Background: an optimization exercise with open tools, aiming at small area, a short achievable clock period and few clock cycles per item. Do not read the settings as production practice.
RTL that was checked went through simulation tests only; none was proved equivalent to the original.
No functional check of the RTL was part of runs 3, 4 and 7.
Power and IR drop assume default switching activity.

--- design.v ---
`default_nettype none
package fsubm_pkg;
  localparam int CAP    = 16;    
  localparam int ADDR_W = 5;
  localparam int DATA_W = 64;
  localparam logic [1:0] REG_FIRST  = 2'd0;
  localparam logic [1:0] REG_NEXT   = 2'd1;
  localparam logic [1:0] REG_LENGTH = 2'd2;
endpackage
`default_nettype wire
`default_nettype none
module fsubm_front
(
  input  wire logic       clk,
  input  wire logic       rst,
  input  wire logic       in_valid,
  output logic            in_ready,
  input  wire logic [7:0] hay_byte,
  input  wire logic       last_byte,
  output logic            a_v,
  output logic [7:0]      a_byte,
  output logic            a_last,
  input  wire logic       out_ready,
  input  wire logic       out_valid_nx
);
  logic rdy;
  logic a_v_nx;
  assign in_ready = rdy;
  assign a_v_nx   = rdy ? in_valid : !out_ready;
  always_ff @(posedge clk) begin
    if (rst) begin
      a_v <= 1'b0;
      rdy <= 1'b1;
    end else begin
      a_v <= a_v_nx;
      rdy <= !(a_v_nx && out_valid_nx);
    end
  end
  always_ff @(posedge clk) begin
    if (rdy) begin
      a_byte <= hay_byte;
      a_last <= last_byte;
    end
  end
endmodule
`default_nettype wire
`default_nettype none
module fsubm_back
(
  input  wire logic         clk,
  input  wire logic         rst,
  input  wire logic [63:0]  cfg_first,
  input  wire logic [63:0]  cfg_next,
  input  wire logic [4:0]   cfg_len,
  input  wire logic         a_v,
  input  wire logic [7:0]   a_byte,
  input  wire logic         a_last,
  output logic              out_valid_nx,
  output logic              out_valid,
  input  wire logic         out_ready,
  output logic              found,
  output logic [31:0]       offset
);
  logic [127:0] needle;
  logic [15:0]  eq;
  logic [15:0]  d;
  logic [15:0]  d_nx;
  logic [15:0]  pre;
  logic         prev_last;
  logic         r_v;
  logic         r_first;
  logic         r_last;
  logic         r_match;
  logic         m_nx;
  logic         matched;
  logic [31:0]  cnt;
  logic [31:0]  cnt_step;
  logic [15:0]  sel;
  logic         len_zero;
  logic [31:0]  init;
  logic         hold;
  logic         proceed;
  logic         step;
  logic         res;
  assign needle  = {cfg_next, cfg_first};
  assign hold    = out_valid && !out_ready;
  assign proceed = !hold;
  assign offset  = cnt;
  always_comb begin
    for (int j = 0; j < 15; j++) begin
      sel[j] = !cfg_len[4] && (cfg_len[3:0] == 4'(j + 1));
    end
    sel[15]  = cfg_len[4];
    len_zero = (cfg_len == 5'd0);
    if (cfg_len[4]) begin
      init = 32'hFFFF_FFF1;
    end else if (cfg_len[3:0] == 4'd0) begin
      init = 32'd0;
    end else begin
      init = 32'd1 - 32'(cfg_len[3:0]);
    end
  end
  always_comb begin
    for (int j = 0; j < 16; j++) begin
      eq[j] = (a_byte == needle[8*j +: 8]);
    end
    pre[0] = sel[0];
    for (int j = 1; j < 16; j++) begin
      pre[j] = sel[j] && d[j-1] && !prev_last;
    end
    d_nx[0] = eq[0];
    for (int j = 1; j < 16; j++) begin
      d_nx[j] = eq[j] && d[j-1] && !prev_last;
    end
  end
  assign m_nx = (|(eq & pre)) || (len_zero && prev_last);
  always_ff @(posedge clk) begin
    if (proceed && a_v) begin
      d <= d_nx;
    end
  end
  always_ff @(posedge clk) begin
    if (rst) begin
      prev_last <= 1'b1;
      r_v       <= 1'b0;
    end else if (proceed) begin
      r_v <= a_v;
      if (a_v) begin
        prev_last <= a_last;
      end
    end
  end
  always_ff @(posedge clk) begin
    if (proceed) begin
      r_first <= prev_last;
      r_last  <= a_last;
      r_match <= m_nx;
    end
  end
  assign step = proceed && r_v;
  assign res  = r_v && !matched && (r_match || r_last);
  assign out_valid_nx = hold || res;
  always_ff @(posedge clk) begin
    if (rst) begin
      matched   <= 1'b0;
      out_valid <= 1'b0;
    end else begin
      out_valid <= out_valid_nx;
      if (step) begin
        matched <= !r_last && (matched || r_match);
      end
    end
  end
  assign cnt_step = cnt + 32'(step);
  always_ff @(posedge clk) begin
    found <= (hold && found) || (!hold && r_match);
    if (step && r_last && !r_match) begin
      cnt <= '0;
    end else if (step && r_first) begin
      cnt <= init;
    end else begin
      cnt <= cnt_step;
    end
  end
endmodule
`default_nettype wire
`default_nettype none
module first_substring_match_top
(
  input  wire logic              clk,
  input  wire logic              rst,
  input  wire logic              in_valid,
  output logic                   in_ready,
  input  wire logic [7:0]        hay_byte,
  input  wire logic              last_byte,
  output logic                   out_valid,
  input  wire logic              out_ready,
  output logic                   found,
  output logic [31:0]            offset,
  input  wire logic              psel,
  input  wire logic              penable,
  input  wire logic              pwrite,
  input  wire logic [4:0]        paddr,
  input  wire logic [63:0]       pwdata,
  output logic [63:0]            prdata,
  output logic                   pready
);
  logic [63:0] cfg_first;
  logic [63:0] cfg_next;
  logic [4:0]  cfg_len;
  logic        wr_first;
  logic        wr_next;
  logic        wr_len;
  logic        setup_wr;
  logic        rst_r;
  logic [63:0] wdata;
  logic        a_v;
  logic [7:0]  a_byte;
  logic        a_last;
  logic        out_valid_nx;
  assign pready   = 1'b1;
  assign setup_wr = psel && !penable && pwrite;
  always_ff @(posedge clk) begin
    if (rst) begin
      wr_first <= 1'b0;
      wr_next  <= 1'b0;
      wr_len   <= 1'b0;
    end else begin
      wr_first <= setup_wr && (paddr[4:3] == 2'd0);
      wr_next  <= setup_wr && (paddr[4:3] == 2'd1);
      wr_len   <= setup_wr && (paddr[4:3] == 2'd2);
    end
  end
  always_ff @(posedge clk) begin
    rst_r <= rst;
  end
  assign wdata = rst_r ? 64'd0 : pwdata;
  always_ff @(posedge clk) begin
    if (wr_first || rst_r) cfg_first <= wdata;
    if (wr_next  || rst_r) cfg_next  <= wdata;
    if (wr_len   || rst_r) cfg_len   <= wdata[4:0];
  end
  always_ff @(posedge clk) begin
    case (rst_r ? 2'd3 : paddr[4:3])
      2'd0:    prdata <= cfg_first;
      2'd1:    prdata <= cfg_next;
      2'd2:    prdata <= {59'd0, cfg_len};
      default: prdata <= '0;
    endcase
  end
  fsubm_front u_front (
    .clk       (clk),
    .rst       (rst),
    .in_valid  (in_valid),
    .in_ready  (in_ready),
    .hay_byte  (hay_byte),
    .last_byte (last_byte),
    .a_v       (a_v),
    .a_byte    (a_byte),
    .a_last    (a_last),
    .out_ready (out_ready),
    .out_valid_nx (out_valid_nx)
  );
  fsubm_back u_back (
    .clk       (clk),
    .rst       (rst),
    .cfg_first (cfg_first),
    .cfg_next  (cfg_next),
    .cfg_len   (cfg_len),
    .a_v       (a_v),
    .a_byte    (a_byte),
    .a_last    (a_last),
    .out_valid_nx (out_valid_nx),
    .out_valid (out_valid),
    .out_ready (out_ready),
    .found     (found),
    .offset    (offset)
  );
endmodule
`default_nettype wire
--- constraint.sdc ---
create_clock -name core_clock -period 7.0 [get_ports {clk}]
set_input_delay 1.4000 -clock core_clock [delete_from_list [all_inputs] [get_ports {clk}]]
set_output_delay 1.4000 -clock core_clock [all_outputs]
set_load 0.01 [all_outputs]
--- config.mk ---
export PLATFORM = sky130hd
export DESIGN_NAME = first_substring_match_top
export DESIGN_NICKNAME = first_substring_match_top
export VERILOG_FILES = /design/flow/design.v
export SDC_FILE = /design/flow/constraint.sdc
export NUM_CORES = 4
export LEC_CHECK = 0
export ABC_CLOCK_PERIOD_IN_PS = 2500
export CAP_MARGIN = 20
export CORE_MARGIN = 2
export CORE_UTILIZATION = 75
export CTS_CLUSTER_DIAMETER = 100
export CTS_CLUSTER_SIZE = 30
export PLACE_DENSITY = 0.8
export SETUP_SLACK_MARGIN = 4.7
export SLEW_MARGIN = 20
export BUFFER_PORTS_ARGS = -buffer_cell sky130_fd_sc_hd__buf_2
--- flow/run.sh ---
#!/bin/bash
# Standard layout, with the port buffers made of buf_2 instead of the
# cell buffer_ports picks by default.
echo 'export BUFFER_PORTS_ARGS = -buffer_cell sky130_fd_sc_hd__buf_2' >> config.mk
bash standard.sh > standard.log 2>&1
--- standard.sh ---
#!/bin/bash
# synth_recipe.tcl (not shown) runs the flow's synth.tcl, then flattens the netlist and writes it again
# the make line also repeats each setting of config.mk as NAME=value (left out here)
make -C /OpenROAD-flow-scripts/flow DESIGN_CONFIG=/design/flow/config.mk WORK_HOME=/design/flow/orfs CLKGATE_MAP_FILE= SYNTH_SCRIPT=/design/flow/synth_recipe.tcl "${@:-finish}"
==> run_results.csv, run 1 <==
group,metric,value,unit
clock_tree,tritoncts.num_buffers,12,
synth,synth_top_area_share,43.7,%
floorplan,dieHeight,125,µm
synth,post_syn_instances,868,
synth,synth_largest_area_cell,"sky130_fd_sc_hd__edfxtp_1",
synth,ys_seq_area_share,62.9,%
synth,synth_enable_flop_cells,161,
synth,yosysWarnings,3,
synth,synth_ff_type,"sky130_fd_sc_hd__edfxtp_1",
place,place_inst,1186,
place,gp_routability_congestion,0.870,
synth,post_synth_most_frequent_cells,"161 x sky130_fd_sc_hd__edfxtp_1, 106 x sky130_fd_sc_hd__dfxtp_1, 92 x sky130_fd_sc_hd__xnor2_1",
place,port-buffer-count,180,
synth,synth_top_cells_by_area,"sky130_fd_sc_hd__edfxtp_1 44%, sky130_fd_sc_hd__dfxtp_1 19%, sky130_fd_sc_hd__xnor2_1 7.3%",
run_status,error_message,"[ERROR DPL-0038] Utilization greater than 100%, impossible to legalize",
clock_tree,root_buffer,"sky130_fd_sc_hd__clkbuf_16",
synth,synth_adder_area_share,0.453,%
floorplan,boundaryPins,185,
synth,synth.most_common_cell,"sky130_fd_sc_hd__edfxtp_1",
synth,mux_cell_area_share_after_synthesis,0.543,%
clock_tree,cts_max_level,1,
synth,post_synthesis_area_per_instance,12.7,µm²
synth,synth-xor-area-share,12.5,%
synth,mappedNetlistNets,957,
place,post-dp-hpwl,16400,µm
synth,synth_seq_cells,267,
sta,timing.worst_endpoint.kind,"register data pin",
run_status,flow.stopped_at,"global routing",
run_status,run_status,"did not finish",
synth,syn_area,0.0111,mm²
synth,share_of_synthesized_cell_area_in_and_or_nand_and_nor_gates,13.5,%
global_routing,grt_max_degree,77,
synth,synth_top_family_by_area,"simple AND/OR/NAND/NOR gates",
floorplan,horizontal_extent_of_the_die,125,µm
clock_tree,cts.sinks,267,
sta,grt_worst_setup_endpoint,"u_back.cnt[28]$_SDFF_PP0_/D",
floorplan,fp-row-count,44,
synth,synth-compound-area-share,7.48,%
clock_tree,cts_buffer_depth,3,
synth,post_synth_num_cell_types,53,
synth,synthArstFlopShare,0,%
place,worst_slack_placed,3430,ps
floorplan,initial_util,76.3,%
-- kinds of logic after synthesis --
| family | Yosys count |
|---|---|
| mux | 6 |
| fa+ha+maj | 4 |
| buf+inv | 60 |
| other cells | 1 |
| flops | 267 |
| compound gates | 112 |
| simple gates | 260 |
| xor+xnor | 158 |
-- how the worst min path moves through the flow --
stage                        start             to  slack [ps]  cells past startpoint
floorplan           u_front.a_last  u_back.r_last         430                      0
global placement    u_front.a_last  u_back.r_last         440                      0
detailed placement  u_front.a_last  u_back.r_last         460                      0
CTS                 u_front.a_last  u_back.r_last         480                      0
-- what timing repair did --
| item | in CTS |
|---|---|
| hold buffers | 0 |
| pin swaps | 28 |
| endpoints found under the setup margin | 322 |
| gates cloned | 3 |
| buffers inserted | 74 |
| gates resized for setup | 155 |
-- per-stage QoR --
stage,area [µm²],util (%)
4_1_cts,13800,95.0
3_5_place_dp,12100,83.6
3_3_place_gp,12100,83.6
2_1_floorplan,11200,-
-- power groups by stage --
stage | registers, W | logic (W) | clock network (W)
after CTS | 0.00190 | 0.000627 | 0.000802
after detailed placement | 0.00196 | 0.000407 | 0
after floorplan | 0.00195 | 0.000255 | 0
after global placement | 0.00195 | 0.000392 | 0
Testbench counts, summed over its fixed seeds: cycles 381,470, bytes 379,052.
==> run 2, diff against run 1 <==
--- a/config.mk
+++ b/config.mk
@@ -10,6 +10,5 @@
 export CORE_MARGIN = 2
-export CORE_UTILIZATION = 75
+export CORE_UTILIZATION = 60
 export CTS_CLUSTER_DIAMETER = 100
 export CTS_CLUSTER_SIZE = 30
-export PLACE_DENSITY = 0.8
 export SETUP_SLACK_MARGIN = 4.7
==> run 2 against run 1 <==
Now clean on timing, DRC and antenna. Synthesized cell count unchanged. Synthesized area unchanged.
==> run_results.csv, run 2 <==
group,metric,value,unit
detailed_routing,route.detailed.vias_per_inst,5.82,
floorplan,fp.coreArea,0.0180,mm²
clock_tree,number_of_hold_repair_buffers_added_at_the_cts_stage,0,
run,max-cap-violations,0,
final_layout,mostFrequentLayoutCell,"sky130_fd_sc_hd__edfxtp_1",
global_routing,global_route.usage.total,27.4,%
floorplan,boundaryPins,185,
clock_tree,tritoncts_clock_tree,"built",
sta,count_of_endpoints_failing_hold_in_the_final_timing_report,0,
synth,synth_top_area_share,43.7,%
run_status,run_status,"complete, no violations",
sta,timing_max_transition_violations_final,0,
detailed_routing,drcViolationCount,0,
critical_path,worst_ep_arrival_time,3210,ps
global_routing,global_route.overflow_total,0,
synth,synth_ff_type,"sky130_fd_sc_hd__edfxtp_1",
critical_path,setup.worst_path.start_class,"input port",
floorplan,dieHeight,140,µm
final_layout,post_route_cells_drive_above_1_share,39.2,%
sta,layout_setup_ws,4200,ps
floorplan,initial_util,61.3,%
global_routing,grt_max_degree,77,
final_layout,largestRegisters,"cfg_first x64, cfg_next x64, prdata x64",
critical_path,reg2reg_depth,9,
critical_path,critical_path.startpoint,"out_ready",
critical_path,setup.worst_path.class,"in -> reg",
critical_path,cp_slowest_stage_delay,220,ps
sta,max_slew.worst_pin.slew,783,ps
sta,worst_clk_skew,16.2,ps
critical_path,critPathRequiredTime,7410,ps
sta,timing.setup.tns,0,ps
critical_path,cp_slowest_cell,"sky130_fd_sc_hd__nor3_4",
synth,synth_enable_flop_cells,161,
synth,synthArstFlopShare,0,%
place,gp_routability_congestion,0.847,
final_layout,nNetsFinal,1196,
synth,synth_largest_area_cell,"sky130_fd_sc_hd__edfxtp_1",
synth,syn_area,0.0111,mm²
sta,max_slew_margin,47.5,%
detailed_routing,drtPass1Iterations,4,
critical_path,endpoint_of_the_lowest_slack_register_to_register_path,"u_back.cnt[27]",
final_layout,fillCellCount,1080,
synth,post_synth_num_cell_types,53,
critical_path,worstSetupEndpointType,"register",
detailed_routing,ant_nets,0,
final_layout,area.growth.synth_to_final,29.3,%
synth,synth_seq_cells,267,
floorplan,fp-row-count,49,
synth,post_synth_most_frequent_cells,"161 x sky130_fd_sc_hd__edfxtp_1, 106 x sky130_fd_sc_hd__dfxtp_1, 92 x sky130_fd_sc_hd__xnor2_1",
pwr,power_per_cell_area,238,mW/mm²
pwr,power.ir.vdd_worst,0.264,mV
detailed_routing,wl_met2,13800,µm
clock_tree,root_buffer,"sky130_fd_sc_hd__clkbuf_16",
critical_path,r2r_start,"u_back.cnt[9]",
synth,yosysWarnings,3,
clock_tree,clkLatencyLatePin,490,ps
global_routing,via_count_of_the_first_global_routing_pass,7748,
detailed_routing,drt-total-wl,28000,µm
critical_path,worst-r2r-setup-slack,4690,ps
worst_hold_path,min_path_type,"reg -> reg",
sta,highest_attainable_clock_frequency,357,MHz
clock_tree,cts_max_level,1,
detailed_routing,route.met3.wl,1750,µm
synth,ys_seq_area_share,62.9,%
critical_path,maximum_fanout_count_along_the_critical_path,3,
final_layout,most_frequent_cells_in_the_layout,"161 x sky130_fd_sc_hd__edfxtp_1, 109 x sky130_fd_sc_hd__buf_2, 91 x sky130_fd_sc_hd__buf_6, 85 x sky130_fd_sc_hd__xnor2_1, 70 x sky130_fd_sc_hd__nor2b_1",
detailed_routing,wl_per_cell,20.8,µm
synth,synth_top_cells_by_area,"sky130_fd_sc_hd__edfxtp_1 44%, sky130_fd_sc_hd__dfxtp_1 19%, sky130_fd_sc_hd__xnor2_1 7.3%",
synth,synth.most_common_cell,"sky130_fd_sc_hd__edfxtp_1",
detailed_routing,detail_route.iter0.violations,571,
global_routing,grt_pass1_wl,42000,µm
critical_path,crit_end,"u_back.cnt[29]",
place,worst_slack_placed,3360,ps
pwr,static-leakage-power,5.71,nW
synth,post_synthesis_area_per_instance,12.7,µm²
critical_path,worst_path_most_repeated_cell,"sky130_fd_sc_hd__buf_6",
sta,finalCritPeriodShare,40.0,%
synth,post_syn_instances,868,
clock_tree,cts.sinks,267,
synth,mappedNetlistNets,957,
detailed_routing,detailroute.via_count,7819,
floorplan,floorplan.die_area,0.0195,mm²
floorplan,horizontal_extent_of_the_die,140,µm
global_routing,number_of_antenna_violations_at_the_first_check_in_global_routing,1,
worst_hold_path,worst_min_path_start,"u_front.a_last",
clock_tree,tritoncts.num_buffers,12,
critical_path,cp_cell_sequence,"buf_6 > nand2b_4 > and2_4 > ha_4 > and2_4 > buf_4 > buf_6 > nand4_1 > buf_6 > nor3_4 > nand4_1 > xor2_1 > o21ai_1",
clock_tree,cts_buffer_depth,3,
sta,setup_viol,0,
detailed_routing,route.top_layer_used,"met4",
place,port-buffer-count,180,
detailed_routing,route.layer.met1.wl,11600,µm
sta,rsz0062_at_grt,"true",
clock_tree,clock_slew_seen_by_the_registers_of_the_worst_setup_and_hold_paths,110,ps
sta,period_minus_slack,2800,ps
place,post-dp-hpwl,16200,µm
-- run 2: cell counts after synthesis --
Identical to the previous run, type by type.
-- run 2: kinds of logic after synthesis --
| kind of cell | share of synthesized area (%) |
|---|---|
| buf+inv | 2.52 |
| compound gates | 7.48 |
| other cells | 0.0339 |
| mux | 0.543 |
| fa+ha+maj | 0.453 |
| xor+xnor | 12.5 |
| flops | 62.9 |
| simple gates | 13.5 |
-- run 2: repair_timing --
item,CTS,global route
gates cloned,2,0
setup endpoints to repair,320,261
pin swaps,21,38
resized for setup,159,87
buffers inserted,64,23
-- run 2: report_power, final --
part / switching, W / internal [W]
clock: 0.000464 / 0.000350
combinational: 0.000331 / 0.000353
sequential: 0.0000902 / 0.00181
-- run 2: routing by layer --
layer  vias to the layer above  track usage (%)
met1                      3862             37.4
met4                         0             7.63
met5                         -                0
met3                        57             3.34
li1                       3564                -
met2                       336             46.6
-- run 2: worst min-delay path by stage --
stage | endpoint | slack, ps | depth (start not counted)
3_3_place_gp | u_back.r_last | 450 | 0
5_1_grt | u_back.r_last | 480 | 0
6_report | u_back.r_last | 460 | 0
3_5_place_dp | u_back.r_last | 440 | 0
2_1_floorplan | u_back.r_last | 430 | 0
4_1_cts | u_back.r_last | 470 | 0
-- run 2: final cells by class --
cell class / count / area, µm² / share of cell area [%]
tap: 229 / 287 / 2.00
clock inverter: 1 / 3.75 / 0.0263
multi-input combinational: 543 / 4320 / 30.2
clock buffer: 19 / 348 / 2.43
sequential: 267 / 7070 / 49.4
antenna: 1 / 2.50 / 0.0175
inverter: 9 / 33.8 / 0.236
timing repair buffer: 274 / 2240 / 15.7
-- run 2: metrics by stage --
step	hold WS [ps]	power (W)	cells	util [%]	instance area (µm²)
after floorplan	428	0.00220	868	-	11200
after global placement	451	0.00235	1233	67.6	12200
after detailed placement	439	0.00237	1233	67.6	12200
after CTS	466	0.00335	1319	76.1	13700
after global routing	484	0.00353	1343	79.3	14300
final	464	0.00340	1343	79.3	14300
-- run 2: critical path: cells and delay by family --
kind	cells	cell delay, ps
AND/OR/NAND/NOR	6	890
buffers and inverters	4	440
XOR/XNOR	1	190
AO/OA/AOI/OAI	1	150
adder cells (fa/ha/maj)	1	130
==> run 3, diff against run 2 <==
--- a/design.v
+++ b/design.v
@@ -76,3 +76,4 @@
   logic [31:0]  cnt;
-  logic [31:0]  cnt_step;
+  logic [31:0]  carry;
+  logic [31:0]  cnt_tog;
   logic [15:0]  sel;
@@ -153,5 +154,13 @@
   end
-  assign cnt_step = cnt + 32'(step);
-  always_ff @(posedge clk) begin
-    found <= (hold && found) || (!hold && r_match);
+  always_comb begin
+    carry[0] = 1'b1;
+    for (int i = 1; i < 32; i++) begin
+      carry[i] = carry[i-1] && cnt[i-1];
+    end
+  end
+  assign cnt_tog = cnt ^ ({32{step}} & carry);
+  always_ff @(posedge clk) begin
+    if (!hold) begin
+      found <= r_match;
+    end
     if (step && r_last && !r_match) begin
@@ -161,3 +170,3 @@
     end else begin
-      cnt <= cnt_step;
+      cnt <= cnt_tog;
     end
==> run 3 against run 2 <==
Combinational power is 3% higher. Global-route usage shrank 0.44 points. Critical path type unchanged. Die area down 0.89%. Synthesized area down 0.92%. Maximum frequency up 8.1%. Clock power hardly changed. Final cell count is 0.52% lower. First-iteration DRC count shrank 5.8%. Largest power group unchanged. Still clean. Flip-flop and latch count is the same. Clock skew is 8.1 ps higher.
==> run_results.csv, run 3 <==
group,metric,value,unit
run_status,run_status,"complete, no violations",
sta,timing_max_transition_violations_final,0,
pwr,relative_contribution_of_combinational_cells_to_total_power,20.5,%
clock_tree,clock_slew_seen_by_the_registers_of_the_worst_setup_and_hold_paths,120,ps
final_layout,post_route_cells_drive_above_1_share,37.5,%
clock_tree,root_buffer,"sky130_fd_sc_hd__clkbuf_16",
final_layout,most_frequent_cells_in_the_layout,"161 x sky130_fd_sc_hd__edfxtp_1, 132 x sky130_fd_sc_hd__xnor2_1, 116 x sky130_fd_sc_hd__buf_2, 76 x sky130_fd_sc_hd__buf_6, 76 x sky130_fd_sc_hd__buf_4",
global_routing,via_count_of_the_first_global_routing_pass,7468,
synth,post_syn_instances,860,
final_layout,largestRegisters,"cfg_first x64, cfg_next x64, prdata x64",
clock_tree,cts_buffer_depth,3,
final_layout,area.growth.synth_to_final,27.7,%
place,dpl_cell_area,0.0120,mm²
place,gp_routability_congestion,0.817,
floorplan,fp-row-count,49,
worst_hold_path,hold_path_depth,1,
worst_hold_path,worst_min_path_start,"cfg_next[56]",
pwr,seqPwrFrac,55.6,%
synth,yosysWarnings,3,
critical_path,setup.worst_path.class,"in -> reg",
pwr,power_per_cell_area,245,mW/mm²
synth,synth-compound-area-share,8.19,%
run,max-cap-violations,0,
synth,mappedNetlistNets,948,
global_routing,number_of_antenna_violations_at_the_first_check_in_global_routing,0,
synth,mux_cell_area_share_after_synthesis,0.457,%
global_routing,global_route.usage.total,26.9,%
clock_tree,cts.sinks,267,
pwr,power.ir.vdd_worst,0.254,mV
sta,fin_hold_ws,514,ps
final_layout,mostFrequentLayoutCell,"sky130_fd_sc_hd__edfxtp_1",
clock_tree,cts_max_level,1,
floorplan,boundaryPins,185,
critical_path,maximum_fanout_count_along_the_critical_path,6,
floorplan,initial_util,61.0,%
pwr,p_int,0.00253,W
sta,count_of_endpoints_failing_hold_in_the_final_timing_report,0,
sta,max_slew.worst_pin.slew,909,ps
synth,synth_top_family_by_area,"XOR/XNOR gates",
global_routing,grt_pass1_wl,40900,µm
floorplan,floorplan.die_area,0.0194,mm²
clock_tree,clkLatencyLatePin,490,ps
critical_path,worst_path_most_repeated_cell,"sky130_fd_sc_hd__and4_4",
pwr,clock_power_share,23.8,%
clock_tree,tritoncts_clock_tree,"built",
floorplan,fp.coreArea,0.0180,mm²
critical_path,reg2reg_depth,8,
sta,period_minus_slack,2590,ps
final_layout,fillCellCount,1116,
final_layout,area.sequential,0.00706,mm²
detailed_routing,wl_per_cell,21.2,µm
critical_path,worstPathBufferInverterCount,2,
synth,synthArstFlopShare,0,%
synth,synth.most_common_cell,"sky130_fd_sc_hd__edfxtp_1",
synth,synth_largest_area_cell,"sky130_fd_sc_hd__edfxtp_1",
synth,syn_area,0.0110,mm²
sta,worst_clk_skew,24.2,ps
critical_path,setup.worst_path.start_class,"input port",
synth,synth_adder_area_share,0.343,%
final_layout,insertedDiodeCount,0,
detailed_routing,detailroute.via_count,7674,
detailed_routing,ant_nets,0,
synth,synth_ff_type,"sky130_fd_sc_hd__edfxtp_1",
pwr,netSwitchingFraction,26.3,%
synth,synth_top_area_share,44.1,%
synth,ys_seq_area_share,63.5,%
critical_path,cp_cell_sequence,"buf_8 > nand2b_4 > and4_4 > and4_4 > buf_6 > nand4_4 > nor2_2 > xnor2_1 > o21ai_0",
final_layout,multi_input_area,0.00404,mm²
worst_hold_path,min_path_type,"reg -> reg",
clock_tree,tritoncts.num_buffers,12,
sta,rsz0062_at_grt,"true",
floorplan,horizontal_extent_of_the_die,139,µm
sta,highest_attainable_clock_frequency,386,MHz
critical_path,critPathRequiredTime,7360,ps
place,port-buffer-count,180,
detailed_routing,drtPass1Iterations,5,
detailed_routing,route.detailed.vias_per_inst,5.74,
place,post-dp-hpwl,16200,µm
worst_hold_path,holdPathEnd,"prdata[56]",
detailed_routing,drcViolationCount,0,
sta,finalCritPeriodShare,37.0,%
synth,share_of_synthesized_cell_area_in_and_or_nand_and_nor_gates,12.4,%
critical_path,endpoint_of_the_lowest_slack_register_to_register_path,"u_back.r_match",
final_layout,final_area,0.0140,mm²
synth,post_synth_most_frequent_cells,"161 x sky130_fd_sc_hd__edfxtp_1, 138 x sky130_fd_sc_hd__xnor2_1, 106 x sky130_fd_sc_hd__dfxtp_1",
detailed_routing,detail_route.iter0.violations,538,
synth,synth-xor-area-share,12.5,%
synth,synth_top_cells_by_area,"sky130_fd_sc_hd__edfxtp_1 44%, sky130_fd_sc_hd__dfxtp_1 19%, sky130_fd_sc_hd__xnor2_1 11%",
critical_path,cp_slowest_cell,"sky130_fd_sc_hd__o21ai_0",
synth,post_synthesis_area_per_instance,12.7,µm²
floorplan,dieHeight,139,µm
sta,max_slew_margin,39.4,%
synth,post_synth_num_cell_types,54,
synth,synth_enable_flop_cells,161,
final_layout,nNetsFinal,1189,
sta,timing.setup.tns,0,ps
pwr,static-leakage-power,5.36,nW
critical_path,worst_ep_arrival_time,2950,ps
critical_path,r2r_start,"u_front.a_byte[0]",
critical_path,worstSetupEndpointType,"register",
global_routing,grt_max_degree,76,
sta,setup_viol,0,
synth,synth_seq_cells,267,
pwr,power.net_switching,0.000902,W
clock_tree,number_of_hold_repair_buffers_added_at_the_cts_stage,0,
detailed_routing,drt-total-wl,28300,µm
critical_path,worst-r2r-setup-slack,4750,ps
critical_path,critical_path.top_delay_family,"simple AND/OR/NAND/NOR gates",
global_routing,global_route.overflow_total,0,
critical_path,cp_slowest_stage_delay,330,ps
run 3: power by group through the flow:
stage	registers [W]	logic (W)	clock network, W
4_1_cts	0.00190	0.000631	0.000824
3_5_place_dp	0.00196	0.000412	0
5_1_grt	0.00192	0.000745	0.000880
6_report	0.00191	0.000704	0.000816
3_3_place_gp	0.00195	0.000402	0
2_1_floorplan	0.00195	0.000251	0
run 3: cells by family after synthesis:
kind of cell / count (synthesis)
mux: 5
compound gates: 124
xor+xnor: 156
simple gates: 240
other cells: 1
fa+ha+maj: 3
buf+inv: 64
flops: 267
run 3: per-layer routing:
layer / wire, µm / track usage, % / share of wire [%]
met1: 11700 / 36.3 / 41
met4: 705 / 7.87 / 2.5
met3: 1520 / 3.52 / 5.4
met5: 0 / 0 / 0
met2: 14300 / 46.1 / 51
run 3: area by class of cell:
| class | instances | area share [%] |
|---|---|---|
| Inverter | 11 | 0.340 |
| Multi-Input combinational cell | 531 | 28.9 |
| Tap cell | 229 | 2.05 |
| Clock buffer | 19 | 2.49 |
| Timing Repair Buffer | 278 | 15.7 |
| Clock inverter | 1 | 0.0358 |
| Sequential cell | 267 | 50.5 |
run 3: repair_timing:
| item | CTS | global route |
|---|---|---|
| buffers inserted | 68 | 20 |
| gates resized for setup | 138 | 71 |
| pin swaps | 12 | 33 |
| endpoints found under the setup margin | 312 | 141 |
| gates cloned | 1 | 1 |
run 3: how the worst max path moves through the flow:
stage | depth (start not counted) | to | from
after floorplan | 10 | u_back.cnt[22] | out_ready
after global placement | 4 | prdata[60] | paddr[3]
after detailed placement | 4 | prdata[12] | paddr[4]
after CTS | 1 | found | u_back.found
after global routing | 9 | u_back.cnt[25] | out_ready
final | 9 | u_back.cnt[25] | out_ready
run 3: per-stage QoR:
step                      setup slack, ps  cells  total power (W)  util (%)
after floorplan                      4130    860          0.00220         -
after global placement               3450   1225          0.00235      66.9
after detailed placement             3560   1226          0.00237      67.0
after CTS                            4580   1315          0.00335      75.3
after global routing                 4450   1336          0.00354      77.9
final                                4410   1336          0.00343      77.9
run 3: worst register-to-register path: cells and delay by family (launching register included):
kind | cells | cell delay [ps]
DFF | 1 | 530
xor gates and xnor gates | 1 | 130
buffers and inverters | 1 | 190
AOI/OAI and AO/OA | 4 | 920
and+or+nand+nor | 2 | 210
==> run 4, diff against run 3 <==
--- a/config.mk
+++ b/config.mk
@@ -7,3 +7,3 @@
 export LEC_CHECK = 0
-export ABC_CLOCK_PERIOD_IN_PS = 2500
+export ABC_AREA = 1
 export CAP_MARGIN = 20
==> run 4 against run 3 <==
Via count rose by 21%. Worst setup slack worse by 930 ps. Still clean. Cell area rose by 6.3%. First-iteration DRC count increased by 54%. Global-route usage grew 4.5 points. Power is 0.25% higher. Combinational power fell by 0.7%. Largest power group unchanged. Flip-flop and latch count is the same. Utilization grew 1.9 points. Hold slack got worse by 27 ps. Sequential share of layout area decreased by 2.9 points.
==> run_results.csv, run 4 <==
group,metric,value,unit
global_routing,grt_max_degree,70,
clock_tree,cts_max_level,1,
floorplan,initial_util,61.0,%
clock_tree,number_of_hold_repair_buffers_added_at_the_cts_stage,0,
synth,synth.most_common_cell,"sky130_fd_sc_hd__inv_1",
pwr,clock_power_share,24.0,%
detailed_routing,ant_nets,0,
critical_path,maximum_fanout_count_along_the_critical_path,4,
clock_tree,root_buffer,"sky130_fd_sc_hd__clkbuf_16",
pwr,power.net_switching,0.000946,W
detailed_routing,drt-total-wl,33100,µm
sta,worst_clk_skew,20.4,ps
detailed_routing,detailroute.via_count,9317,
final_layout,fillCellCount,1145,
clock_tree,tritoncts_clock_tree,"built",
critical_path,setup.worst_path.start_class,"input port",
clock_tree,tritoncts.num_buffers,12,
pwr,relative_contribution_of_combinational_cells_to_total_power,20.3,%
sta,max_slew_margin,35.0,%
run,max-cap-violations,0,
place,gp_routability_congestion,0.825,
sta,fin_hold_ws,488,ps
final_layout,mostFrequentLayoutCell,"sky130_fd_sc_hd__inv_1",
pwr,static-leakage-power,6.45,nW
sta,highest_attainable_clock_frequency,284,MHz
final_layout,nNetsFinal,1458,
run_status,run_status,"complete, no violations",
final_layout,post_route_cells_drive_above_1_share,35.5,%
synth,post_syn_instances,1102,
pwr,power_per_cell_area,231,mW/mm²
final_layout,most_frequent_cells_in_the_layout,"189 x sky130_fd_sc_hd__inv_1, 161 x sky130_fd_sc_hd__edfxtp_1, 117 x sky130_fd_sc_hd__buf_2, 94 x sky130_fd_sc_hd__nor2_1, 89 x sky130_fd_sc_hd__buf_4",
global_routing,grt_pass1_wl,48400,µm
final_layout,insertedDiodeCount,0,
synth,syn_area,0.0114,mm²
detailed_routing,drcViolationCount,0,
critical_path,critPathRequiredTime,7420,ps
clock_tree,clock_slew_seen_by_the_registers_of_the_worst_setup_and_hold_paths,110,ps
final_layout,largestRegisters,"cfg_first x64, cfg_next x64, prdata x64",
critical_path,worstSetupEndpointType,"register",
sta,timing_max_transition_violations_final,0,
synth,yosysWarnings,3,
place,post-dp-hpwl,18300,µm
clock_tree,cts_buffer_depth,3,
sta,rsz0062_at_grt,"true",
floorplan,fp.coreArea,0.0186,mm²
critical_path,setup.worst_path.class,"in -> reg",
synth,synth_seq_cells,267,
place,port-buffer-count,180,
final_layout,area.growth.synth_to_final,30.8,%
pwr,power.ir.vdd_worst,0.191,mV
synth,synthArstFlopShare,0,%
sta,timing.setup.tns,0,ps
detailed_routing,drtPass1Iterations,5,
floorplan,fp-row-count,50,
synth,mappedNetlistNets,1190,
clock_tree,clkLatencyLatePin,490,ps
synth,post_synth_num_cell_types,46,
synth,ys_seq_area_share,61.2,%
synth,synth_largest_area_cell,"sky130_fd_sc_hd__edfxtp_1",
pwr,seqPwrFrac,55.7,%
global_routing,global_route.overflow_total,0,
global_routing,global_route.usage.total,31.4,%
sta,setup_viol,0,
final_layout,multi_input_area,0.00387,mm²
sta,max_slew.worst_pin.slew,975,ps
final_layout,post_route_core_utilization,79.8,%
synth,synth_ff_type,"sky130_fd_sc_hd__edfxtp_1",
critical_path,worst_ep_arrival_time,3940,ps
detailed_routing,wl_per_cell,20.6,µm
floorplan,dieHeight,142,µm
detailed_routing,route.detailed.vias_per_inst,5.79,
synth,synth_top_cells_by_area,"sky130_fd_sc_hd__edfxtp_1 43%, sky130_fd_sc_hd__dfxtp_1 19%, sky130_fd_sc_hd__inv_1 6.5%",
worst_hold_path,min_path_type,"reg -> reg",
floorplan,boundaryPins,185,
detailed_routing,detail_route.iter0.violations,828,
sta,finalCritPeriodShare,50.3,%
synth,post_synth_most_frequent_cells,"197 x sky130_fd_sc_hd__inv_1, 161 x sky130_fd_sc_hd__edfxtp_1, 106 x sky130_fd_sc_hd__dfxtp_1",
floorplan,floorplan.die_area,0.0201,mm²
final_layout,area.sequential,0.00708,mm²
pwr,p_int,0.00249,W
clock_tree,cts.sinks,267,
sta,period_minus_slack,3520,ps
sta,count_of_endpoints_failing_hold_in_the_final_timing_report,0,
global_routing,number_of_antenna_violations_at_the_first_check_in_global_routing,0,
synth,synth_top_area_share,42.5,%
pwr,netSwitchingFraction,27.5,%
synth,post_synthesis_area_per_instance,10.3,µm²
floorplan,horizontal_extent_of_the_die,142,µm
synth,synth_enable_flop_cells,161,
global_routing,via_count_of_the_first_global_routing_pass,8910,
==> run 4: repair_timing <==
action	4_1_cts	5_1_grt
pin swaps	31	56
cloned	3	1
setup endpoints to repair	304	134
setup buffers	82	30
resized for setup	174	106
==> run 4: layout make-up <==
cell class / count / area share [%]
Timing Repair inverter: 3 / 0.177
Clock buffer: 19 / 2.34
Tap cell: 234 / 1.97
Clock inverter: 1 / 0.0337
Timing Repair Buffer: 303 / 16.4
Inverter: 201 / 5.48
Multi-Input combinational cell: 582 / 26.0
Sequential cell: 267 / 47.6
==> run 4: layer usage <==
metal / global-route usage (%) / part of all wire [%] / vias to the layer above
li1: - / - / 4259
met4: 10.0 / 3.4 / 0
met3: 4.69 / 9.0 / 92
met2: 52.3 / 49 / 514
met1: 43.0 / 39 / 4452
met5: 0 / 0 / -
==> run 4: logic make-up (layout without fill, tap and decap cells) <==
family	Yosys count	count (layout)	share of synthesized area, %
AND/OR/NAND/NOR	315	316	14.0
AO/OA/AOI/OAI	195	195	10.7
flip-flops	267	267	61.2
multiplexers	1	1	0.0881
adder cells (fa/ha/maj)	3	3	0.330
XOR/XNOR	66	66	5.09
other	1	1	0.0330
buffers and inverters	254	527	8.50
==> run 4: critical path, stage by stage <==
cell                      delay [ps]
sky130_fd_sc_hd__buf_8            90
sky130_fd_sc_hd__inv_12           30
sky130_fd_sc_hd__nand2_8          60
sky130_fd_sc_hd__nand2_8          50
sky130_fd_sc_hd__nor2_4          140
sky130_fd_sc_hd__nand4_1         160
sky130_fd_sc_hd__nor2_2          170
sky130_fd_sc_hd__nand4_1         140
sky130_fd_sc_hd__nor2_2          130
sky130_fd_sc_hd__nand4_1         150
sky130_fd_sc_hd__nor2_2          140
sky130_fd_sc_hd__nand4_1         140
sky130_fd_sc_hd__nor2_2          120
sky130_fd_sc_hd__nand4_1         160
sky130_fd_sc_hd__nor2_2          150
sky130_fd_sc_hd__nand4_1         150
sky130_fd_sc_hd__nor2_2          150
sky130_fd_sc_hd__nand4_1         130
sky130_fd_sc_hd__nand2_1         100
sky130_fd_sc_hd__nand3_2          60
sky130_fd_sc_hd__a21oi_2         110
==> run 4: metrics by stage <==
stage / cells / area, µm² / power [W] / setup slack (ps)
floorplan: 1102 / 11400 / 0.00219 / 3490
global placement: 1474 / 12500 / 0.00237 / 2960
detailed placement: 1474 / 12500 / 0.00238 / 2900
CTS: 1579 / 14200 / 0.00335 / 3550
global route: 1610 / 14900 / 0.00356 / 3210
finish: 1610 / 14900 / 0.00344 / 3480
==> run 4: final timing paths <==
check	slack, ps	cells after the start	start	endpoint
worst max-delay path	3480	21	out_ready	u_back.cnt[31]
worst min-delay path	490	2	u_back.matched	u_back.matched
worst max register to register	4080	18	u_back.r_v	u_back.cnt[31]
worst min register to register	490	2	u_back.matched	u_back.matched
==> run 4: power by group through the flow <==
stage,Clock [W],Sequential (W),Combinational [W]
after CTS,0.000828,0.00191,0.000616
after global routing,0.000887,0.00192,0.000746
final,0.000824,0.00191,0.000699
after floorplan,0,0.00195,0.000247
after global placement,0,0.00194,0.000427
after detailed placement,0,0.00194,0.000434
==> run 5, diff against run 4 <==
--- a/design.v
+++ b/design.v
@@ -22,3 +22,2 @@
   output logic            a_last,
-  input  wire logic       out_ready,
   input  wire logic       out_valid_nx
@@ -28,3 +27,3 @@
   assign in_ready = rdy;
-  assign a_v_nx   = rdy ? in_valid : !out_ready;
+  assign a_v_nx   = !rdy || in_valid;
   always_ff @(posedge clk) begin
@@ -81,3 +80,2 @@
   logic [31:0]  init;
-  logic         hold;
   logic         proceed;
@@ -86,4 +84,3 @@
   assign needle  = {cfg_next, cfg_first};
-  assign hold    = out_valid && !out_ready;
-  assign proceed = !hold;
+  assign proceed = !out_valid;
   assign offset  = cnt;
@@ -142,3 +139,3 @@
   assign res  = r_v && !matched && (r_match || r_last);
-  assign out_valid_nx = hold || res;
+  assign out_valid_nx = out_valid ? !out_ready : res;
   always_ff @(posedge clk) begin
@@ -162,5 +159,3 @@
   always_ff @(posedge clk) begin
-    if (!hold) begin
-      found <= r_match;
-    end
+    found <= out_valid ? (found && !out_ready) : r_match;
     if (step && r_last && !r_match) begin
@@ -249,3 +244,2 @@
     .a_last    (a_last),
-    .out_ready (out_ready),
     .out_valid_nx (out_valid_nx)
--- a/config.mk
+++ b/config.mk
@@ -7,3 +7,3 @@
 export LEC_CHECK = 0
-export ABC_AREA = 1
+export ABC_CLOCK_PERIOD_IN_PS = 2000
 export CAP_MARGIN = 20
@@ -13,3 +13,3 @@
 export CTS_CLUSTER_SIZE = 30
-export SETUP_SLACK_MARGIN = 4.7
+export SETUP_SLACK_MARGIN = 4.55
 export SLEW_MARGIN = 20
==> run 5 against run 4 <==
Still clean on timing, DRC and antenna. Clock skew fell by 6.4 ps. Hold slack got worse by 24 ps. Sequential share of layout area grew 7.3 points. Power decreased by 7.3%. Die area decreased by 3.4%. Synthesized area shrank 3.5%. Flip-flop and latch count stayed put. Cell area fell by 14%. Critical path type is now reg -> reg. Highest routed layer unchanged.
==> run_results.csv, run 5 <==
group,metric,value,unit
clock_tree,root_buffer,"sky130_fd_sc_hd__clkbuf_16",
synth,post_synth_most_frequent_cells,"160 x sky130_fd_sc_hd__edfxtp_1, 107 x sky130_fd_sc_hd__dfxtp_1, 82 x sky130_fd_sc_hd__xor2_1",
synth,synth_seq_cells,267,
final_layout,post_route_cells_drive_above_1_share,26.6,%
global_routing,global_route.overflow_total,0,
final_layout,largestRegisters,"cfg_first x64, cfg_next x64, prdata x64",
worst_hold_path,min_path_type,"reg -> reg",
critical_path,endpoint_of_the_lowest_slack_register_to_register_path,"u_back.r_match",
clock_tree,clock_slew_seen_by_the_registers_of_the_worst_setup_and_hold_paths,110,ps
critical_path,critical_path.top_delay_family,"simple AND/OR/NAND/NOR gates",
detailed_routing,drcViolationCount,0,
critical_path,worstPathBufferInverterCount,1,
floorplan,initial_util,61.1,%
synth,ys_seq_area_share,63.3,%
place,gp_routability_congestion,0.895,
synth,post_synthesis_area_per_instance,12.8,µm²
sta,timing.setup.tns,0,ps
place,post-dp-hpwl,16000,µm
pwr,power_per_cell_area,250,mW/mm²
run_status,run_status,"complete, no violations",
clock_tree,cts_buffer_depth,3,
synth,mappedNetlistNets,942,
worst_hold_path,worst_min_path_start,"u_front.a_last",
global_routing,via_count_of_the_first_global_routing_pass,7403,
final_layout,fillCellCount,1258,
detailed_routing,detailroute.via_count,7213,
floorplan,dieHeight,139,µm
critical_path,worst_path_most_repeated_cell,"sky130_fd_sc_hd__ha_1",
sta,worst_clk_skew,14.0,ps
critical_path,critPathRequiredTime,7220,ps
critical_path,worst-r2r-setup-slack,4410,ps
global_routing,grt_pass1_wl,39500,µm
critical_path,r2r_start,"cfg_len[1]",
place,place_inst,1218,
critical_path,setup.worst_path.class,"reg -> reg",
synth,synth_top_cells_by_area,"sky130_fd_sc_hd__edfxtp_1 44%, sky130_fd_sc_hd__dfxtp_1 20%, sky130_fd_sc_hd__xor2_1 6.5%",
clock_tree,clkLatencyLatePin,490,ps
place,port-buffer-count,180,
detailed_routing,detail_route.iter0.violations,487,
synth,synth_enable_flop_cells,160,
critical_path,reg2reg_depth,7,
floorplan,fp-row-count,49,
pwr,static-leakage-power,5.11,nW
critical_path,cp_cell_sequence,"inv_1 > ha_1 > ha_1 > a31o_2 > a211oi_1 > a31oi_1 > or4_1",
detailed_routing,ant_nets,0,
clock_tree,tritoncts.num_buffers,12,
detailed_routing,wl_per_cell,19.9,µm
detailed_routing,route.detailed.vias_per_inst,5.70,
sta,finalCritPeriodShare,37.0,%
critical_path,worst_ep_arrival_time,2810,ps
critical_path,worstSetupEndpointType,"register",
synth,synth_ff_type,"sky130_fd_sc_hd__edfxtp_1",
sta,count_of_endpoints_failing_hold_in_the_final_timing_report,0,
final_layout,area.sequential,0.00699,mm²
clock_tree,cts_max_level,1,
sta,highest_attainable_clock_frequency,387,MHz
run,max-cap-violations,0,
final_layout,most_frequent_cells_in_the_layout,"180 x sky130_fd_sc_hd__buf_2, 160 x sky130_fd_sc_hd__edfxtp_1, 82 x sky130_fd_sc_hd__xor2_1, 78 x sky130_fd_sc_hd__dfxtp_1, 74 x sky130_fd_sc_hd__xnor2_1",
detailed_routing,drtPass1Iterations,5,
sta,max_slew.worst_pin.slew,979,ps
final_layout,multi_input_area,0.00378,mm²
synth,post_syn_instances,854,
synth,yosysWarnings,3,
critical_path,setup.worst_path.start_class,"register",
floorplan,horizontal_extent_of_the_die,139,µm
floorplan,floorplan.die_area,0.0194,mm²
clock_tree,tritoncts_clock_tree,"built",
global_routing,grt_max_degree,76,
synth,synthArstFlopShare,0,%
synth,synth.most_common_cell,"sky130_fd_sc_hd__edfxtp_1",
synth,synth_top_area_share,43.8,%
sta,timing_max_transition_violations_final,0,
pwr,power.ir.vdd_worst,0.208,mV
critical_path,maximum_fanout_count_along_the_critical_path,8,
critical_path,cp_slowest_stage_delay,590,ps
global_routing,number_of_antenna_violations_at_the_first_check_in_global_routing,1,
global_routing,global_route.usage.total,25.7,%
critical_path,cp_slowest_cell,"sky130_fd_sc_hd__or4_1",
final_layout,mostFrequentLayoutCell,"sky130_fd_sc_hd__buf_2",
final_layout,nNetsFinal,1117,
synth,post_synth_num_cell_types,53,
floorplan,fp.coreArea,0.0180,mm²
synth,synth_largest_area_cell,"sky130_fd_sc_hd__edfxtp_1",
pwr,totalPowerFinal,0.00319,W
sta,period_minus_slack,2590,ps
clock_tree,cts.sinks,267,
final_layout,final_cell_count_no_fill,1265,
final_layout,area.growth.synth_to_final,16.0,%
worst_hold_path,hold_path_depth,0,
worst_hold_path,holdPathEnd,"u_back.r_last",
sta,rsz0062_at_grt,"true",
sta,setup_viol,0,
floorplan,boundaryPins,185,
sta,fin_hold_ws,464,ps
sta,max_slew_margin,34.4,%
synth,syn_area,0.0110,mm²
detailed_routing,drt-total-wl,25200,µm
[run 5: changes by cell type in the layout (fill, tap and decap cells not counted), moves of 61 or more]
cell	delta
sky130_fd_sc_hd__inv_1	-174
sky130_fd_sc_hd__buf_6	-81
sky130_fd_sc_hd__buf_4	-67
sky130_fd_sc_hd__nor2b_1	+67
sky130_fd_sc_hd__nor2_1	-65
sky130_fd_sc_hd__buf_2	+63
sky130_fd_sc_hd__xnor2_1	+61
[run 5: final cells by class]
type	instances	area share, %
clock inverter	1	0.0393
antenna	1	0.0197
sequential	267	54.9
inverter	15	0.442
clock buffer	19	2.73
timing repair buffer	213	9.90
multi-input combinational	520	29.7
tap	229	2.25
[run 5: per-stage QoR]
step	worst slack, ps	utilization (%)	cell area, µm²
finish	4410	70.8	12700
global route	4360	70.8	12700
CTS	4470	70.6	12700
detailed placement	3610	66.8	12000
global placement	3640	66.8	12000
floorplan	4570	-	11000
[run 5: layer usage]
layer	wire length, µm	vias up	share of wire (%)	global-route usage, %
met5	0	-	0	0
met4	371	0	1.5	5.32
met3	1380	27	5.5	3.48
met2	12800	250	51	45.4
met1	10700	3544	42	34.2
li1	-	3392	-	-
[run 5: cells by family after synthesis]
group,count (synthesis),share of synthesized area (%)
xor+xnor,156,12.5
flops,267,63.3
other cells,1,0.0342
simple gates,232,12.5
mux,7,0.650
fa+ha+maj,3,0.342
compound gates,120,7.91
buf+inv,68,2.81
[run 5: how the worst max path moves through the flow]
stage	cells past startpoint	slack, ps	from	end
floorplan	6	4570	paddr[4]	prdata[53]
global placement	4	3640	paddr[3]	prdata[22]
detailed placement	4	3610	paddr[3]	prdata[22]
CTS	7	4470	cfg_len[1]	u_back.r_match
global route	7	4360	cfg_len[1]	u_back.r_match
finish	7	4410	cfg_len[1]	u_back.r_match
[run 5: what timing repair did]
item,CTS,global route
resized for setup,20,18
gates cloned,1,0
pin swaps,1,0
hold endpoints to repair,0,0
setup endpoints to repair,74,170
hold buffers,0,0
buffers inserted,25,0
[run 5: report_power, final]
group | internal (W) | switching [W] | leakage, nW | total [W]
Clock | 0.000350 | 0.000461 | 0.171 | 0.000811
Sequential | 0.00181 | 0.000112 | 2.53 | 0.00192
Combinational | 0.000211 | 0.000243 | 2.40 | 0.000454
Total | 0.00237 | 0.000816 | 5.11 | 0.00319
Testbench counts of run 5, summed over its fixed seeds: cycles 381,470, bytes 379,052.
==> run 6, diff against run 5 <==
--- a/config.mk
+++ b/config.mk
@@ -7,3 +7,3 @@
 export LEC_CHECK = 0
-export ABC_CLOCK_PERIOD_IN_PS = 2000
+export ABC_CLOCK_PERIOD_IN_PS = 2500
 export CAP_MARGIN = 20
@@ -13,3 +13,3 @@
 export CTS_CLUSTER_SIZE = 30
-export SETUP_SLACK_MARGIN = 4.55
+export SETUP_SLACK_MARGIN = 4.7
 export SLEW_MARGIN = 20
==> run 6 against run 5 <==
Still clean. Synthesized area unchanged. Clock skew up 9.5 ps. Critical path depth down 6. Sequential power about the same. Count of clock-buffer cells in the layout unchanged. Final cell count up 5.1%. Critical endpoint is now out_valid. Largest cell class unchanged.
==> run_results.csv, run 6 <==
group,metric,value,unit
run_status,run_status,"complete, no violations",
final_layout,largestRegisters,"cfg_first x64, cfg_next x64, prdata x64",
sta,finalCritPeriodShare,34.1,%
global_routing,number_of_antenna_violations_at_the_first_check_in_global_routing,0,
clock_tree,cts_buffer_depth,3,
final_layout,post_route_cells_drive_above_1_share,36.0,%
global_routing,grt_max_degree,75,
pwr,power.ir.vdd_worst,0.278,mV
pwr,power_per_cell_area,246,mW/mm²
synth,synth.most_common_cell,"sky130_fd_sc_hd__edfxtp_1",
clock_tree,root_buffer,"sky130_fd_sc_hd__clkbuf_16",
synth,synth_largest_area_cell,"sky130_fd_sc_hd__edfxtp_1",
sta,setup_viol,0,
place,dpl_cell_area,0.0120,mm²
synth,synth_seq_cells,267,
sta,max_slew.worst_pin.slew,919,ps
synth,yosysWarnings,3,
synth,ys_seq_area_share,63.3,%
floorplan,dieHeight,139,µm
critical_path,setup.worst_path.start_class,"register",
place,place_inst,1218,
sta,highest_attainable_clock_frequency,419,MHz
final_layout,fillCellCount,1149,
sta,count_of_endpoints_failing_hold_in_the_final_timing_report,0,
sta,timing_max_transition_violations_final,0,
clock_tree,clkLatencyLatePin,500,ps
critical_path,critPathRequiredTime,5600,ps
detailed_routing,drt-total-wl,27200,µm
worst_hold_path,min_path_type,"reg -> reg",
critical_path,cp_slowest_cell,"sky130_fd_sc_hd__dfxtp_4",
pwr,static-leakage-power,5.54,nW
synth,synth_ff_type,"sky130_fd_sc_hd__edfxtp_1",
critical_path,reg2reg_depth,9,
sta,rsz0062_at_grt,"true",
final_layout,area.growth.synth_to_final,25.9,%
floorplan,fp.coreArea,0.0180,mm²
sta,max_slew_margin,38.4,%
synth,syn_area,0.0110,mm²
synth,post_synthesis_area_per_instance,12.8,µm²
critical_path,worstPathBufferInverterCount,1,
global_routing,via_count_of_the_first_global_routing_pass,7415,
run,max-cap-violations,0,
clock_tree,tritoncts_clock_tree,"built",
final_layout,nNetsFinal,1183,
critical_path,cp_cell_sequence,"buf_6",
clock_tree,tritoncts.num_buffers,12,
floorplan,fp-row-count,49,
synth,post_syn_instances,854,
critical_path,critical_path_cell_count,1,
critical_path,maximum_fanout_count_along_the_critical_path,6,
worst_hold_path,hold_path_depth,2,
place,gp_routability_congestion,0.818,
sta,timing.setup.tns,0,ps
floorplan,boundaryPins,185,
final_layout,mostFrequentLayoutCell,"sky130_fd_sc_hd__edfxtp_1",
critical_path,cp_slowest_stage_delay,380,ps
detailed_routing,ant_nets,0,
final_layout,final_area,0.0138,mm²
detailed_routing,route.detailed.vias_per_inst,5.72,
floorplan,initial_util,61.1,%
critical_path,worst_ep_arrival_time,990,ps
detailed_routing,wl_per_cell,20.5,µm
global_routing,global_route.usage.total,26.2,%
global_routing,grt_pass1_wl,40100,µm
final_layout,insertedDiodeCount,0,
critical_path,worstSetupEndpointType,"output port",
detailed_routing,detail_route.iter0.violations,523,
critical_path,setup.worst_path.class,"reg -> out",
clock_tree,cts_max_level,1,
place,port-buffer-count,180,
global_routing,global_route.overflow_total,0,
synth,synth_top_area_share,43.8,%
synth,post_synth_most_frequent_cells,"160 x sky130_fd_sc_hd__edfxtp_1, 107 x sky130_fd_sc_hd__dfxtp_1, 82 x sky130_fd_sc_hd__xor2_1",
sta,worst_clk_skew,23.6,ps
place,post-dp-hpwl,15800,µm
final_layout,most_frequent_cells_in_the_layout,"160 x sky130_fd_sc_hd__edfxtp_1, 112 x sky130_fd_sc_hd__buf_2, 84 x sky130_fd_sc_hd__buf_4, 80 x sky130_fd_sc_hd__xor2_1, 76 x sky130_fd_sc_hd__buf_6",
critical_path,critical_path.top_delay_family,"flip-flops",
synth,synth_enable_flop_cells,160,
floorplan,horizontal_extent_of_the_die,139,µm
sta,period_minus_slack,2390,ps
final_layout,final_cell_count_no_fill,1330,
synth,synth_top_cells_by_area,"sky130_fd_sc_hd__edfxtp_1 44%, sky130_fd_sc_hd__dfxtp_1 20%, sky130_fd_sc_hd__xor2_1 6.5%",
synth,synthArstFlopShare,0,%
detailed_routing,drtPass1Iterations,5,
detailed_routing,detailroute.via_count,7606,
clock_tree,cts.sinks,267,
floorplan,floorplan.die_area,0.0194,mm²
detailed_routing,drcViolationCount,0,
synth,mappedNetlistNets,942,
synth,post_synth_num_cell_types,53,
clock_tree,clock_slew_seen_by_the_registers_of_the_worst_setup_and_hold_paths,110,ps
[run 6: changes by cell type in the layout (fill, tap and decap cells not counted), sizes merged]
cell,delta
buf,+65
clkbuf,+1
diode,-1
nor3,-1
o21bai,+1
[run 6: layer usage]
metal  up-vias  wire (µm)  share of wire (%)  global-route usage (%)
met5         -          0                  0                       0
met4         0        767                2.8                    7.44
met3        60       1710                6.3                    4.27
met2       300      13900                 51                    45.5
met1      3725      10900                 40                    34.4
li1       3521          -                  -                       -
[run 6: tightest hold or removal path, cell delays in order (launching register included)]
cell                      delay, ps
sky130_fd_sc_hd__dfxtp_2        340
sky130_fd_sc_hd__inv_1           50
sky130_fd_sc_hd__o22ai_1         70
[run 6: final cells by class]
type	instances	area (µm²)	area share (%)
multi-input combinational	520	3860	28.0
tap	229	287	2.07
clock buffer	19	348	2.52
clock inverter	1	5.00	0.0362
inverter	15	56.3	0.408
sequential	267	7060	51.1
timing repair buffer	279	2190	15.9
[run 6: through the flow]
stage | utilization, % | total power, W | setup WS, ps | hold slack (ps)
2_1_floorplan | - | 0.00220 | 4690 | 428
3_3_place_gp | 66.8 | 0.00235 | 4050 | 452
3_5_place_dp | 66.8 | 0.00237 | 4000 | 471
4_1_cts | 74.3 | 0.00335 | 4560 | 494
5_1_grt | 76.9 | 0.00352 | 4560 | 523
6_report | 76.9 | 0.00340 | 4610 | 494
[run 6: report_power, final]
group | switching (W) | internal [W] | leakage, nW
clock network | 0.000464 | 0.000350 | 0.171
registers | 0.0000974 | 0.00182 | 2.55
logic | 0.000314 | 0.000359 | 2.82
total | 0.000876 | 0.00253 | 5.54
[run 6: cell families after synthesis]
kind of cell / count (synthesis) / share of synthesized area (%)
and+or+nand+nor: 232 / 12.5
adders and majority gates: 3 / 0.342
AOI/OAI and AO/OA: 120 / 7.91
xor gates and xnor gates: 156 / 12.5
other: 1 / 0.0342
muxes: 7 / 0.650
buffers and inverters: 68 / 2.81
DFF: 267 / 63.3
[run 6: final timing paths]
kind                     startpoint              to  slack, ps
setup reg to reg  u_front.a_byte[7]  u_back.r_match       4620
setup / recovery   u_back.out_valid       out_valid       4610
hold / removal         u_back.found    u_back.found        490
hold reg to reg        u_back.found    u_back.found        490
[run 6: repair_timing]
item,in CTS,in global routing
endpoints found under the setup margin,263,123
hold buffers,0,0
gates cloned,0,2
pin swaps,0,9
gates resized for setup,130,49
buffers inserted,60,30
==> run 7, diff against run 6 <==
--- a/design.v
+++ b/design.v
@@ -53,2 +53,4 @@
   input  wire logic [4:0]   cfg_len,
+  input  wire logic [15:0]  len_sel,
+  input  wire logic         len_zero,
   input  wire logic         a_v,
@@ -78,3 +80,2 @@
   logic [15:0]  sel;
-  logic         len_zero;
   logic [31:0]  init;
@@ -86,8 +87,4 @@
   assign offset  = cnt;
+  assign sel = len_sel;
   always_comb begin
-    for (int j = 0; j < 15; j++) begin
-      sel[j] = !cfg_len[4] && (cfg_len[3:0] == 4'(j + 1));
-    end
-    sel[15]  = cfg_len[4];
-    len_zero = (cfg_len == 5'd0);
     if (cfg_len[4]) begin
@@ -200,2 +197,5 @@
   logic [63:0] wdata;
+  logic [4:0]  len_nx;
+  logic [15:0] len_sel;
+  logic        len_zero;
   logic        a_v;
@@ -224,3 +224,11 @@
     if (wr_next  || rst_r) cfg_next  <= wdata;
-    if (wr_len   || rst_r) cfg_len   <= wdata[4:0];
+    cfg_len <= len_nx;
+  end
+  assign len_nx = (wr_len || rst_r) ? wdata[4:0] : cfg_len;
+  always_ff @(posedge clk) begin
+    for (int j = 0; j < 15; j++) begin
+      len_sel[j] <= !len_nx[4] && (len_nx[3:0] == 4'(j + 1));
+    end
+    len_sel[15] <= len_nx[4];
+    len_zero    <= (len_nx == 5'd0);
   end
@@ -252,2 +260,4 @@
     .cfg_len   (cfg_len),
+    .len_sel   (len_sel),
+    .len_zero  (len_zero),
     .a_v       (a_v),
==> run 7 against run 6 <==
Wire length grew 0.11%. Maximum frequency is 2.5% lower. First-iteration DRC count increased by 4.8%. Count of clock-buffer cells in the layout up 1. Via count grew 2.9%. Clock skew rose by 3.7 ps. Critical endpoint is now in_ready.
==> run_results.csv, run 7 <==
group,metric,value,unit
place,worst_slack_placed,4180,ps
critical_path,worstPathBufferInverterCount,1,
floorplan,floorplan.die_area,0.0202,mm²
detailed_routing,detail_route.iter0.violations,548,
synth,synth_ff_type,"sky130_fd_sc_hd__edfxtp_1",
floorplan,horizontal_extent_of_the_die,142,µm
clock_tree,cts.sinks,283,
final_layout,area.growth.synth_to_final,24.3,%
synth,synth_enable_flop_cells,155,
pwr,power_per_cell_area,229,mW/mm²
synth,synth_largest_area_cell,"sky130_fd_sc_hd__edfxtp_1",
synth,post_syn_instances,912,
final_layout,fillCellCount,1227,
detailed_routing,detailroute.via_count,7825,
final_layout,mostFrequentLayoutCell,"sky130_fd_sc_hd__edfxtp_1",
clock_tree,clock_slew_seen_by_the_registers_of_the_worst_setup_and_hold_paths,120,ps
floorplan,initial_util,61.1,%
critical_path,critPathRequiredTime,5600,ps
floorplan,fp.coreArea,0.0187,mm²
critical_path,maximum_fanout_count_along_the_critical_path,6,
final_layout,most_frequent_cells_in_the_layout,"155 x sky130_fd_sc_hd__edfxtp_1, 148 x sky130_fd_sc_hd__xnor2_1, 104 x sky130_fd_sc_hd__buf_2, 81 x sky130_fd_sc_hd__buf_6, 71 x sky130_fd_sc_hd__dfxtp_2",
sta,rsz0062_at_grt,"true",
synth,ys_seq_area_share,63.1,%
sta,timing_max_transition_violations_final,0,
sta,setup_viol,0,
pwr,p_int,0.00246,W
final_layout,post_route_cells_drive_above_1_share,33.1,%
synth,post_synth_most_frequent_cells,"155 x sky130_fd_sc_hd__edfxtp_1, 148 x sky130_fd_sc_hd__xnor2_1, 128 x sky130_fd_sc_hd__dfxtp_1",
synth,post_synth_num_cell_types,49,
final_layout,multi_input_area,0.00396,mm²
clock_tree,cts_buffer_depth,3,
critical_path,cp_slowest_stage_delay,430,ps
global_routing,number_of_antenna_violations_at_the_first_check_in_global_routing,2,
floorplan,fp-row-count,50,
detailed_routing,drtPass1Iterations,5,
detailed_routing,wl_per_cell,19.7,µm
global_routing,via_count_of_the_first_global_routing_pass,7707,
final_layout,final_area,0.0142,mm²
pwr,static-leakage-power,5.33,nW
sta,finalCritPeriodShare,35.0,%
detailed_routing,drt-total-wl,27300,µm
floorplan,dieHeight,142,µm
synth,synth_top_cells_by_area,"sky130_fd_sc_hd__edfxtp_1 41%, sky130_fd_sc_hd__dfxtp_1 22%, sky130_fd_sc_hd__xnor2_1 11%",
critical_path,setup.worst_path.start_class,"register",
synth,post_synthesis_area_per_instance,12.5,µm²
critical_path,setup.worst_path.class,"reg -> out",
synth,synth_top_area_share,40.7,%
place,post-dp-hpwl,16000,µm
synth,syn_area,0.0114,mm²
run,max-cap-violations,0,
detailed_routing,ant_nets,0,
critical_path,critical_path.top_delay_family,"flip-flops",
sta,count_of_endpoints_failing_hold_in_the_final_timing_report,0,
synth,synthArstFlopShare,0,%
pwr,netSwitchingFraction,24.4,%
clock_tree,tritoncts_clock_tree,"built",
sta,highest_attainable_clock_frequency,408,MHz
sta,timing.setup.tns,0,ps
sta,layout_setup_ws,4550,ps
sta,max_slew.worst_pin.slew,994,ps
synth,mappedNetlistNets,999,
pwr,seqPwrFrac,59.0,%
floorplan,boundaryPins,185,
global_routing,global_route.usage.total,26.4,%
critical_path,worstSetupEndpointType,"output port",
pwr,power.ir.vdd_worst,0.232,mV
pwr,relative_contribution_of_combinational_cells_to_total_power,14.3,%
final_layout,largestRegisters,"cfg_first x64, cfg_next x64, prdata x64",
sta,period_minus_slack,2450,ps
detailed_routing,route.detailed.vias_per_inst,5.67,
worst_hold_path,min_path_type,"reg -> reg",
clock_tree,cts_max_level,1,
clock_tree,root_buffer,"sky130_fd_sc_hd__clkbuf_16",
pwr,clock_power_share,26.7,%
global_routing,global_route.overflow_total,0,
final_layout,area.sequential,0.00733,mm²
detailed_routing,drcViolationCount,0,
clock_tree,tritoncts.num_buffers,13,
sta,worst_clk_skew,27.2,ps
global_routing,grt_max_degree,87,
sta,max_slew_margin,33.5,%
final_layout,nNetsFinal,1226,
synth,synth_seq_cells,283,
place,gp_routability_congestion,0.833,
pwr,power.net_switching,0.000796,W
critical_path,cp_slowest_cell,"sky130_fd_sc_hd__dfxtp_4",
critical_path,worst_ep_arrival_time,1050,ps
synth,yosysWarnings,3,
run_status,run_status,"complete, no violations",
clock_tree,clkLatencyLatePin,490,ps
place,dpl_cell_area,0.0125,mm²
synth,synth.most_common_cell,"sky130_fd_sc_hd__edfxtp_1",
clock_tree,number_of_hold_repair_buffers_added_at_the_cts_stage,0,
global_routing,grt_pass1_wl,41100,µm
place,port-buffer-count,180,
critical_path,cp_cell_sequence,"buf_6",
-- run 7: changes by cell type in the layout (fill, tap and decap cells not counted), sizes merged, moves of 6 or more --
cell    change
a21oi      -25
and3        -9
buf        -15
dfxtp      +21
inv        +12
nand2       -6
nand3b      +7
nand4       +7
nor2       +14
nor3       +11
nor4        +9
o21ai      +26
xnor2      +74
xor2       -71
-- run 7: kinds of logic (layout without fill, tap and decap cells) --
logic type,count (synthesis),count (layout),share of synthesized area [%]
AOI/OAI and AO/OA,120,120,7.60
xor gates and xnor gates,159,159,12.2
adders and majority gates,2,2,0.219
buffers and inverters,77,310,2.83
DFF,283,283,63.1
muxes,10,10,0.875
other,1,3,0.0328
and+or+nand+nor,260,260,13.2
-- run 7: per-stage QoR --
| stage | hold slack (ps) | utilization (%) | instances | total power, W |
|---|---|---|---|---|
| CTS | 469 | 74.7 | 1364 | 0.00323 |
| detailed placement | 451 | 66.8 | 1283 | 0.00229 |
| floorplan | 428 | - | 912 | 0.00216 |
| global route | 500 | 76.0 | 1379 | 0.00337 |
| global placement | 439 | 66.8 | 1283 | 0.00228 |
| finish | 473 | 76.0 | 1381 | 0.00326 |
-- run 7: final cells by class --
cell class,count,area share (%)
Antenna cell,2,0.0352
Clock buffer,20,2.47
Clock inverter,1,0.141
Inverter,26,0.686
Multi-Input combinational cell,552,27.9
Sequential cell,283,51.6
Tap cell,234,2.06
Timing Repair Buffer,263,15.2
-- run 7: final timing paths --
check | slack, ps | end | cells past startpoint | startpoint
setup / recovery | 4550 | in_ready | 1 | u_front.rdy
hold / removal | 470 | u_back.r_last | 0 | u_front.a_last
setup reg to reg | 4790 | u_back.cnt[20] | 7 | u_back.cnt[0]
hold reg to reg | 470 | u_back.r_last | 0 | u_front.a_last
-- run 7: per-layer routing --
layer  global-route usage [%]  up-vias  share of wire (%)
li1                         -     3687                  -
met3                     3.16       32                5.2
met5                        0        -                  0
met4                     4.68        0                1.8
met2                     45.5      268                 49
met1                     36.7     3838                 44
-- run 7: power groups by stage --
stage,logic [W],registers (W),clock network (W)
finish,0.000466,0.00192,0.000871
global route,0.000501,0.00193,0.000937
CTS,0.000436,0.00192,0.000879
detailed placement,0.000307,0.00198,0
global placement,0.000303,0.00198,0
floorplan,0.000206,0.00196,0
-- run 7: timing repair --
action,4_1_cts,5_1_grt
resized for setup,144,30
endpoints found under the setup margin,277,126
pin swaps,0,0
buffers inserted,60,15

[static timing again, ports no longer ideal]
No port has a modelled driver above. Below, the same layouts with a new extraction and two added sets of constraints.
Step 1 (the two cells are an assumption about what drives the block):
set clk [get_ports {clk}]
set_driving_cell -lib_cell sky130_fd_sc_hd__clkbuf_16 $clk
set_driving_cell -lib_cell sky130_fd_sc_hd__buf_2 [delete_from_list [all_inputs] $clk]
Step 2 also shifts input and output timing later by t, the mid clock arrival at the registers, as if the neighbouring blocks saw the same clock.
Slacks: no drivers / after step 1 / after step 2; pairs: no drivers / after step 1.
run | t, ns | slack for setup (ns) | hold slack, ns | latest minus earliest clock arrival (ns) | worst register clock-pin slew, ns
run 2 | 0.529 | 4.199 / 4.208 / 3.679 | 0.464 / 0.464 / 0.464 | 0.019 / 0.018 | 0.12 / 0.12
run 3 | 0.526 | 4.409 / 4.388 / 3.862 | 0.514 / 0.514 / 0.514 | 0.025 / 0.025 | 0.12 / 0.12
run 4 | 0.528 | 3.479 / 3.467 / 2.939 | 0.488 / 0.488 / 0.488 | 0.025 / 0.025 | 0.12 / 0.12
run 5 | 0.528 | 4.413 / 4.413 / 4.202 | 0.464 / 0.464 / 0.464 | 0.015 / 0.015 | 0.11 / 0.11
run 6 | 0.531 | 4.611 / 4.565 / 4.296 | 0.494 / 0.494 / 0.494 | 0.028 / 0.028 | 0.12 / 0.12
run 7 | 0.523 | 4.550 / 4.509 / 4.207 | 0.473 / 0.473 / 0.473 | 0.029 / 0.028 | 0.12 / 0.12
After both steps setup and hold are still met in every run listed. For run 3, which loses most, drivers alone change the setup slack by -0.021 ns; drivers and shift together by -0.547 ns.
